From an optimization exercise on the open Yosys and OpenROAD flow, aimed at small area, a short achievable clock period and few clock cycles per item; shortcuts taken in it are not production practice. In this exercise RTL edits were held to simulation tests only and were not proved equivalent to the original.

==> flow/design.v <==
module sha256_stream_core (
    input  logic         clk,
    input  logic         rst,
    input  logic         valid_in,
    output logic         ready_in,
    input  logic         first_in,
    input  logic         last_in,
    input  logic [511:0] data_in,
    output logic [255:0] data_out,
    output logic         valid_out,
    output logic         busy
);
    localparam logic [31:0] IV0 = 32'h6a09e667;
    localparam logic [31:0] IV1 = 32'hbb67ae85;
    localparam logic [31:0] IV2 = 32'h3c6ef372;
    localparam logic [31:0] IV3 = 32'ha54ff53a;
    localparam logic [31:0] IV4 = 32'h510e527f;
    localparam logic [31:0] IV5 = 32'h9b05688c;
    localparam logic [31:0] IV6 = 32'h1f83d9ab;
    localparam logic [31:0] IV7 = 32'h5be0cd19;
    localparam logic [31:0] K0  = 32'h428a2f98;
    localparam logic [31:0] Y_IV = IV7 + K0;         
    localparam logic [31:0] Z_IV = IV3 + IV7 + K0;   
    function automatic logic [31:0] k_next(input logic [5:0] idx);
        case (idx)
            6'd0: k_next = 32'h71374491;
            6'd1: k_next = 32'hb5c0fbcf;
            6'd2: k_next = 32'he9b5dba5;
            6'd3: k_next = 32'h3956c25b;
            6'd4: k_next = 32'h59f111f1;
            6'd5: k_next = 32'h923f82a4;
            6'd6: k_next = 32'hab1c5ed5;
            6'd7: k_next = 32'hd807aa98;
            6'd8: k_next = 32'h12835b01;
            6'd9: k_next = 32'h243185be;
            6'd10: k_next = 32'h550c7dc3;
            6'd11: k_next = 32'h72be5d74;
            6'd12: k_next = 32'h80deb1fe;
            6'd13: k_next = 32'h9bdc06a7;
            6'd14: k_next = 32'hc19bf174;
            6'd15: k_next = 32'he49b69c1;
            6'd16: k_next = 32'hefbe4786;
            6'd17: k_next = 32'h0fc19dc6;
            6'd18: k_next = 32'h240ca1cc;
            6'd19: k_next = 32'h2de92c6f;
            6'd20: k_next = 32'h4a7484aa;
            6'd21: k_next = 32'h5cb0a9dc;
            6'd22: k_next = 32'h76f988da;
            6'd23: k_next = 32'h983e5152;
            6'd24: k_next = 32'ha831c66d;
            6'd25: k_next = 32'hb00327c8;
            6'd26: k_next = 32'hbf597fc7;
            6'd27: k_next = 32'hc6e00bf3;
            6'd28: k_next = 32'hd5a79147;
            6'd29: k_next = 32'h06ca6351;
            6'd30: k_next = 32'h14292967;
            6'd31: k_next = 32'h27b70a85;
            6'd32: k_next = 32'h2e1b2138;
            6'd33: k_next = 32'h4d2c6dfc;
            6'd34: k_next = 32'h53380d13;
            6'd35: k_next = 32'h650a7354;
            6'd36: k_next = 32'h766a0abb;
            6'd37: k_next = 32'h81c2c92e;
            6'd38: k_next = 32'h92722c85;
            6'd39: k_next = 32'ha2bfe8a1;
            6'd40: k_next = 32'ha81a664b;
            6'd41: k_next = 32'hc24b8b70;
            6'd42: k_next = 32'hc76c51a3;
            6'd43: k_next = 32'hd192e819;
            6'd44: k_next = 32'hd6990624;
            6'd45: k_next = 32'hf40e3585;
            6'd46: k_next = 32'h106aa070;
            6'd47: k_next = 32'h19a4c116;
            6'd48: k_next = 32'h1e376c08;
            6'd49: k_next = 32'h2748774c;
            6'd50: k_next = 32'h34b0bcb5;
            6'd51: k_next = 32'h391c0cb3;
            6'd52: k_next = 32'h4ed8aa4a;
            6'd53: k_next = 32'h5b9cca4f;
            6'd54: k_next = 32'h682e6ff3;
            6'd55: k_next = 32'h748f82ee;
            6'd56: k_next = 32'h78a5636f;
            6'd57: k_next = 32'h84c87814;
            6'd58: k_next = 32'h8cc70208;
            6'd59: k_next = 32'h90befffa;
            6'd60: k_next = 32'ha4506ceb;
            6'd61: k_next = 32'hbef9a3f7;
            6'd62: k_next = 32'hc67178f2;
            6'd63: k_next = 32'h428a2f98;
            default: k_next = 32'h0;
        endcase
    endfunction
    function automatic logic [31:0] bsig0(input logic [31:0] x);
        bsig0 = {x[1:0], x[31:2]} ^ {x[12:0], x[31:13]} ^ {x[21:0], x[31:22]};
    endfunction
    function automatic logic [31:0] bsig1(input logic [31:0] x);
        bsig1 = {x[5:0], x[31:6]} ^ {x[10:0], x[31:11]} ^ {x[24:0], x[31:25]};
    endfunction
    function automatic logic [31:0] ssig0(input logic [31:0] x);
        ssig0 = {x[6:0], x[31:7]} ^ {x[17:0], x[31:18]} ^ {3'b0, x[31:3]};
    endfunction
    function automatic logic [31:0] ssig1(input logic [31:0] x);
        ssig1 = {x[16:0], x[31:17]} ^ {x[18:0], x[31:19]} ^ {10'b0, x[31:10]};
    endfunction
    function automatic logic [31:0] maj(input logic [31:0] x, input logic [31:0] y,
                                        input logic [31:0] z);
        maj = (x & y) | (x & z) | (y & z);
    endfunction
    function automatic logic [63:0] csa(input logic [31:0] x, input logic [31:0] y,
                                        input logic [31:0] z);
        logic [31:0] s, c, m;
        s = x ^ y ^ z;
        m = maj(x, y, z);
        c = {m[30:0], 1'b0};
        csa = {c, s};
    endfunction
    logic [5:0]   cnt_q;        
    logic         run_q;        
    logic         ready_q;      
    logic         busy_q;
    logic         last_q;
    logic         valid_q;
    logic         gsel_q;       
    logic         c61_q;        
    logic         c62_q;        
    logic         c63_q;        
    logic         chain_iv_q;   
    logic         base_iv_q;    
    logic [255:0] dout_q;
    logic [31:0]  a_q, b_q, c_q, d_q, e_q, f_q, g_q, h_q;
    logic [31:0]  y_q;          
    logic [31:0]  z_q;          
    logic [31:0]  w_q [16];     
    logic [31:0]  ha_q [4];     
    logic [31:0]  he_q [4];     
    logic accept;
    logic done;                 
    logic ivsel;                
    logic [5:0] cnt_d;
    logic       run_d;
    assign accept    = ready_q & valid_in & ~rst;
    assign done      = c63_q;
    assign ivsel     = first_in | (chain_iv_q & ~run_q);
    assign ready_in  = ready_q;
    assign busy      = busy_q;
    assign valid_out = valid_q;
    assign data_out  = dout_q;
    logic [31:0] base0, base4;
    assign base0 = base_iv_q ? IV0 : ha_q[0];
    assign base4 = base_iv_q ? IV4 : he_q[0];
    logic [31:0] s1, ch, s0, mj, wt;
    logic [63:0] t1c, t2c, l2, l3, e2;
    logic [31:0] a_new, e_new;
    always_comb begin
        wt  = w_q[0];
        s1  = bsig1(e_q);
        ch  = (e_q & f_q) ^ (~e_q & g_q);
        s0  = bsig0(a_q);
        mj  = maj(a_q, b_q, c_q);
        t1c = csa(wt, s1, ch);
        t2c = csa(y_q, s0, mj);
        l2  = csa(t1c[31:0], t1c[63:32], t2c[31:0]);
        l3  = csa(l2[31:0], l2[63:32], t2c[63:32]);
        a_new = l3[31:0] + l3[63:32];
        e2  = csa(t1c[31:0], t1c[63:32], z_q);
        e_new = e2[31:0] + e2[63:32];
    end
    logic [63:0] w1, w2;
    logic [31:0] w_new;
    always_comb begin
        w1 = csa(w_q[0], w_q[9], ssig0(w_q[1]));
        w2 = csa(w1[31:0], w1[63:32], ssig1(w_q[14]));
        w_new = w2[31:0] + w2[63:32];
    end
    logic [31:0] op_g, op_c, kn, m0, m4;
    logic [63:0] y2, z2, z3;
    logic [31:0] y_calc, z_calc;
    always_comb begin
        op_g = gsel_q ? he_q[3] : g_q;
        op_c = gsel_q ? ha_q[3] : c_q;
        kn   = k_next(cnt_q);
        m0   = c62_q ? base0 : 32'h0;
        m4   = c62_q ? base4 : 32'h0;
        y2   = csa(op_g, kn, m0);
        y_calc = y2[31:0] + y2[63:32];
        z2   = csa(op_g, kn, op_c);
        z3   = csa(z2[31:0], z2[63:32], m4);
        z_calc = z3[31:0] + z3[63:32];
    end
    logic [31:0] ff_a, ff_e;
    always_comb begin
        logic [31:0] sa, se, xa, xe;
        if (c61_q) begin
            sa = base_iv_q ? IV3 : ha_q[3];
            se = base_iv_q ? IV7 : he_q[3];
        end else if (c62_q) begin
            sa = base_iv_q ? IV2 : ha_q[2];
            se = base_iv_q ? IV6 : he_q[2];
        end else begin
            sa = base_iv_q ? IV1 : ha_q[1];
            se = base_iv_q ? IV5 : he_q[1];
        end
        xa = run_q ? a_q : 32'h0;
        xe = run_q ? e_q : 32'h0;
        ff_a = sa + xa;
        ff_e = se + xe;
    end
    always_ff @(posedge clk) begin
        if (ready_q) begin
            for (int i = 0; i < 16; i++) w_q[i] <= data_in[511 - 32*i -: 32];
        end else begin
            for (int i = 0; i < 15; i++) w_q[i] <= w_q[i + 1];
            w_q[15] <= w_new;
        end
        a_q <= (ready_q && (ivsel || !run_q)) ? (ivsel ? IV0 : ha_q[0]) : a_new;
        e_q <= (ready_q && (ivsel || !run_q)) ? (ivsel ? IV4 : he_q[0]) : e_new;
        if (ready_q && ivsel) begin
            b_q <= IV1; c_q <= IV2; d_q <= IV3;
            f_q <= IV5; g_q <= IV6; h_q <= IV7;
        end else begin
            if (ready_q) begin
                b_q <= ff_a;
                c_q <= ha_q[2];
                d_q <= ha_q[3];
                f_q <= ff_e;
                g_q <= he_q[2];
                h_q <= he_q[3];
            end else begin
                b_q <= a_q; c_q <= b_q; d_q <= c_q;
                f_q <= e_q; g_q <= f_q; h_q <= g_q;
            end
        end
        y_q <= (ready_q && ivsel) ? Y_IV : y_calc;
        z_q <= (ready_q && ivsel) ? Z_IV : z_calc;
        if (c61_q) begin
            ha_q[3] <= ff_a; he_q[3] <= ff_e;
        end
        if (c62_q) begin
            ha_q[2] <= ff_a; he_q[2] <= ff_e;
        end
        if (c63_q) begin
            ha_q[1] <= ff_a; he_q[1] <= ff_e;
            ha_q[0] <= a_new; he_q[0] <= e_new;
        end
    end
    always_comb begin
        if (rst) cnt_d = 6'd63;
        else if (accept) cnt_d = 6'd0;
        else if (ready_q) cnt_d = 6'd63;
        else cnt_d = cnt_q + 6'd1;
        if (rst) run_d = 1'b0;
        else if (accept) run_d = 1'b1;
        else if (ready_q) run_d = 1'b0;
        else run_d = run_q;
    end
    always_ff @(posedge clk) begin
        cnt_q   <= cnt_d;
        ready_q <= (cnt_d == 6'd63);
        busy_q  <= (cnt_d != 6'd63);
        gsel_q  <= (cnt_d == 6'd63);
        run_q   <= run_d;
        c61_q   <= run_d && cnt_d == 6'd61;
        c62_q   <= run_d && cnt_d == 6'd62;
        c63_q   <= run_d && cnt_d == 6'd63;
        if (rst) begin
            valid_q    <= 1'b0;
            dout_q     <= '0;
            chain_iv_q <= 1'b1;
            base_iv_q  <= 1'b0;
        end else begin
            valid_q <= done & last_q;
            if (done & last_q)
                dout_q <= {a_new, ff_a, ha_q[2], ha_q[3], e_new, ff_e, he_q[2], he_q[3]};
            if (done)
                chain_iv_q <= 1'b0;
            if (accept) begin
                last_q    <= last_in;
                base_iv_q <= ivsel;
            end else if (ready_q) begin
                base_iv_q <= 1'b0;
            end
        end
    end
endmodule
==> flow/config.mk <==
export PLATFORM = sky130hd
export DESIGN_NAME = sha256_stream_core
export DESIGN_NICKNAME = sha256_stream_core
export VERILOG_FILES = /design/flow/design.v
export SDC_FILE = /design/flow/constraint.sdc
export NUM_CORES = 4
export LEC_CHECK = 0
export CAP_MARGIN = 20
export CORE_MARGIN = 2
export CORE_UTILIZATION = 40
export CTS_BUF_LIST = sky130_fd_sc_hd__clkbuf_8
export CTS_CLUSTER_DIAMETER = 60
export CTS_CLUSTER_SIZE = 12
export SETUP_SLACK_MARGIN = 3.5
export SLEW_MARGIN = 20
export TNS_END_PERCENT = 5
==> flow/constraint.sdc <==
create_clock -name core_clock -period 8.0 [get_ports {clk}]
set_input_delay 1.6000 -clock core_clock [delete_from_list [all_inputs] [get_ports {clk}]]
set_output_delay 1.6000 -clock core_clock [all_outputs]
set_load 0.01 [all_outputs]
standard.sh (not shown) runs the stock make flow with config.mk's settings and CLKGATE_MAP_FILE= SYNTH_SCRIPT=/design/flow/synth_recipe.tcl, a recipe that flattens the netlist after the stock synthesis.
==> flow/flow/run.sh <==
#!/bin/bash
set -o pipefail
export BUFFER_PORTS_ARGS="-buffer_cell sky130_fd_sc_hd__buf_1"
bash standard.sh > standard_flow.log 2>&1
Testbench counts at the start, summed over its fixed seeds: cycles 16,208, blocks 253.
Edit:
--- a/flow/design.v
+++ b/flow/design.v
@@ -122,10 +122,11 @@
     logic         valid_q;
     logic         gsel_q;       
     logic         c61_q;        
     logic         c62_q;        
     logic         c63_q;        
+    logic         ffs_q;        
     logic         chain_iv_q;   
     logic         base_iv_q;    
     logic [255:0] dout_q;
     logic [31:0]  a_q, b_q, c_q, d_q, e_q, f_q, g_q, h_q;
     logic [31:0]  y_q;          
@@ -163,17 +164,10 @@
         l3  = csa(l2[31:0], l2[63:32], t2c[63:32]);
         a_new = l3[31:0] + l3[63:32];
         e2  = csa(t1c[31:0], t1c[63:32], z_q);
         e_new = e2[31:0] + e2[63:32];
     end
-    logic [63:0] w1, w2;
-    logic [31:0] w_new;
-    always_comb begin
-        w1 = csa(w_q[0], w_q[9], ssig0(w_q[1]));
-        w2 = csa(w1[31:0], w1[63:32], ssig1(w_q[14]));
-        w_new = w2[31:0] + w2[63:32];
-    end
     logic [31:0] op_g, op_c, kn, m0, m4;
     logic [63:0] y2, z2, z3;
     logic [31:0] y_calc, z_calc;
     always_comb begin
         op_g = gsel_q ? he_q[3] : g_q;
@@ -185,11 +179,13 @@
         y_calc = y2[31:0] + y2[63:32];
         z2   = csa(op_g, kn, op_c);
         z3   = csa(z2[31:0], z2[63:32], m4);
         z_calc = z3[31:0] + z3[63:32];
     end
-    logic [31:0] ff_a, ff_e;
+    logic [63:0] w1, w2;
+    logic [31:0] w_new, ff_a, ff_e;
+    logic        ff_sel;
     always_comb begin
         logic [31:0] sa, se, xa, xe;
         if (c61_q) begin
             sa = base_iv_q ? IV3 : ha_q[3];
             se = base_iv_q ? IV7 : he_q[3];
@@ -200,11 +196,15 @@
             sa = base_iv_q ? IV1 : ha_q[1];
             se = base_iv_q ? IV5 : he_q[1];
         end
         xa = run_q ? a_q : 32'h0;
         xe = run_q ? e_q : 32'h0;
-        ff_a = sa + xa;
+        ff_sel = ffs_q;
+        w1 = csa(w_q[0], w_q[9], ssig0(w_q[1]));
+        w2 = csa(w1[31:0], w1[63:32], ssig1(w_q[14]));
+        w_new = (ff_sel ? sa : w2[31:0]) + (ff_sel ? xa : w2[63:32]);
+        ff_a = w_new;
         ff_e = se + xe;
     end
     always_ff @(posedge clk) begin
         if (ready_q) begin
             for (int i = 0; i < 16; i++) w_q[i] <= data_in[511 - 32*i -: 32];
@@ -260,10 +260,11 @@
         gsel_q  <= (cnt_d == 6'd63);
         run_q   <= run_d;
         c61_q   <= run_d && cnt_d == 6'd61;
         c62_q   <= run_d && cnt_d == 6'd62;
         c63_q   <= run_d && cnt_d == 6'd63;
+        ffs_q   <= cnt_d >= 6'd61;
         if (rst) begin
             valid_q    <= 1'b0;
             dout_q     <= '0;
             chain_iv_q <= 1'b1;
             base_iv_q  <= 1'b0;
The changed run finished with timing, DRC and antenna clean.
Wire length stays flat.
Register-to-register slack degrades by 240 ps.
Die area decreases by a few percent.
Critical path depth went up by 2.
Final cell count went down by a few percent.
First-iteration DRC count increases by roughly a tenth.
Sequential share of layout area grows by 1.1 points.
Final area fell by a few percent.
Worst setup slack loses 240 ps.
Core utilization went up by 0.40 points.
Worst hold slack got worse by 9.1 ps.
Testbench counts after the change, summed over its fixed seeds: cycles 16,208, blocks 253.

afterwards: timing with drivers on the ports:
The flow's constraints put no driver on any port. The routed layouts listed below were extracted and timed again, unchanged, in two steps.
Step 1 assumes that a clkbuf_16 drives the clock port and a buf_2 every other input.
Step 2 also shifts input and output timing later by t, the mid clock arrival at the registers, as if the neighbouring blocks saw the same clock.
Slacks: no drivers / after step 1 / after step 2; pairs: no drivers / after step 1.
run | shift t [ns] | setup WS [ns] | worst setup path at the end | clock arrival spread, ns
the first run | 1.070 | 3.251 / 3.251 / 2.727 | input to register | 0.058 / 0.058
the second run | 1.040 | 3.007 / 3.007 / 2.488 | input to register | 0.067 / 0.068
After both steps setup and hold are still met in every run listed. For the first run, which loses most, drivers alone change the setup slack by 0.000 ns; drivers and shift together by -0.524 ns.
